This design comes from an exercise in tuning for small area, a short achievable clock period and few clock cycles per item on the open sky130 flow, not from production work.
Only simulation tests tie the RTL to the original design; equivalence was not proved.

Design pe, start of the top module:
module pe (
    input  logic                          clk,
    input  logic                          i_reset,
    input  logic                          i_input_ready,
    input  logic                          i_mode,
    input  logic [pe_pkg::TILE_W-1:0]     i_in,
    input  logic [pe_pkg::TILE_W-1:0]     i_w,
    input  logic [pe_pkg::TILE_ELEMS-1:0] i_in_mask,
    input  logic [pe_pkg::TILE_ELEMS-1:0] i_w_mask,
    output logic                          o_ready,
    output logic                          o_result_valid,
    output logic [pe_pkg::DATA_W-1:0]     o_result
);
clock: 11.0 ns
lec_check: 0
abc_area: 1
cap_margin: 20
core_margin: 2
core_utilization: 40
slew_margin: 20
standard.sh (not shown) runs the stock make flow with config.mk's settings and CLKGATE_MAP_FILE= SYNTH_SCRIPT=/design/flow/synth_recipe.tcl, a recipe that flattens the netlist after the stock synthesis.
==> flow/flow/run.sh <==
#!/bin/bash
set -euo pipefail
export BUFFER_PORTS_ARGS="-buffer_cell sky130_fd_sc_hd__buf_1"
export SETUP_SLACK_MARGIN=6.5
bash standard.sh finish > standard_flow.log 2>&1
Testbench counts at the start, summed over its fixed seeds: cycles 14,712, items 4,000.
Next try:
--- a/flow/flow/run.sh
+++ b/flow/flow/run.sh
@@ -4 +4 @@
-export SETUP_SLACK_MARGIN=6.5
+export SETUP_SLACK_MARGIN=7.0
Core utilization increases by 3.1 points.
Cell count rose by 2.0%.
Non-clock buffer count goes up by 115.
Fmax is higher by 8.7%.
Final area is higher by 6.6%.
Setup slack gains 360 ps.
Flip-flop and latch count is unchanged.
Next try:
--- a/flow/flow/run.sh
+++ b/flow/flow/run.sh
@@ -4 +4 @@
-export SETUP_SLACK_MARGIN=7.0
+export SETUP_SLACK_MARGIN=6.5
--- a/flow/config.mk
+++ b/flow/config.mk
@@ -12 +12 @@
-export SLEW_MARGIN = 20
+export SLEW_MARGIN = 50
The changed run ran to the end with no violations; global-route usage is lower by 2.7 points; via count decreases by 3.0%; critical path depth climbs by 1; die area is unchanged; wire length fell by 6.7%.
Next try:
--- a/flow/flow/run.sh
+++ b/flow/flow/run.sh
@@ -4 +4 @@
-export SETUP_SLACK_MARGIN=6.5
+export SETUP_SLACK_MARGIN=6.0
--- a/flow/config.mk
+++ b/flow/config.mk
@@ -12 +12 @@
-export SLEW_MARGIN = 50
+export SLEW_MARGIN = 20
What happened:
- sequential cell count does not change
- sequential share of layout area came out higher by 0.10 points
- register-to-register slack is worse by 500 ps
- cell count came out lower by 0.38%

Another version of the RTL of pe (not shown whole).
Size: about 4900 cells after synthesis, roughly 300 flip-flops, about 0.037 mm^2 of cells after synthesis.
==> flow/config.mk <==
export PLATFORM = sky130hd
export DESIGN_NAME = pe
export DESIGN_NICKNAME = pe
export VERILOG_FILES = /design/flow/design.v
export SDC_FILE = /design/flow/constraint.sdc
export NUM_CORES = 4
export LEC_CHECK = 0
export ABC_AREA = 1
export CAP_MARGIN = 20
export CORE_MARGIN = 2
export CORE_UTILIZATION = 40
export SLEW_MARGIN = 20
==> flow/constraint.sdc <==
create_clock -name core_clock -period 11.0 [get_ports {clk}]
set_input_delay 2.2000 -clock core_clock [delete_from_list [all_inputs] [get_ports {clk}]]
set_output_delay 2.2000 -clock core_clock [all_outputs]
set_load 0.01 [all_outputs]
==> flow/flow/run.sh <==
#!/bin/bash
set -euo pipefail
export BUFFER_PORTS_ARGS="-buffer_cell sky130_fd_sc_hd__buf_1"
export SETUP_SLACK_MARGIN=7.5
bash standard.sh finish > standard_flow.log 2>&1
The starting point completed with no timing, DRC or antenna violations.
Testbench counts at the start, summed over its fixed seeds: cycles 14,712, items 4,000.
Then changed:
==> flow/run.sh (new file) <==
#!/bin/bash
# synth_recipe.tcl (not shown) runs the flow's synth.tcl, then flattens the netlist and writes it again
# the make line also repeats each setting of config.mk as NAME=value (left out here)
make -C /OpenROAD-flow-scripts/flow DESIGN_CONFIG=/design/flow/config.mk WORK_HOME=/design/flow/orfs CLKGATE_MAP_FILE= SYNTH_SCRIPT=/design/flow/synth_recipe.tcl finish
removed: flow/flow/run.sh
removed: flow/standard.sh
=> Non-clock buffer count went down by 447; worst hold slack is worse by 0.018 ns; routed wire length went down by roughly a tenth; setup slack is worse by 1.8 ns; utilization went down by 6.1 points.

-- separate check: timing with driven ports --
The results above use ideal ports. As a check the final layouts listed here were re-extracted and re-timed, cells and wires unchanged. Step 1: set_driving_cell puts a clkbuf_16 on clk and a buf_2 on each other input, an assumption about the parent block. Step 2 moves the port delays by t, midway between the first and last clock arrival at a register: inputs arrive t later, outputs are due t later. That takes back most of the time a late clock gives input paths. Three values: ideal, step 1, step 2; two values: the first two.
| run | t (ns) | slack for setup (ns) | worst register clock-pin slew, ns |
|---|---|---|---|
| the first run of note 1 | 0.645 | 6.511 / 6.531 / 5.887 | 0.07 / 0.07 |
| the second run of note 1 | 0.655 | 6.870 / 6.870 / 6.243 | 0.07 / 0.07 |
| the third run of note 1 | 0.659 | 6.446 / 6.505 / 5.845 | 0.07 / 0.07 |
| the fourth run of note 1 | 0.643 | 5.953 / 6.002 / 5.359 | 0.07 / 0.07 |
| the first run of note 2 | 0.659 | 7.193 / 7.193 / 6.568 | 0.07 / 0.07 |
| the second run of note 2 | 0.650 | 5.406 / 5.435 / 4.785 | 0.07 / 0.07 |
After both steps every run listed still meets setup and hold. The setup slack of the second run of note 1, which loses most, moves by 0.000 ns with the drivers and by -0.627 ns with both steps.
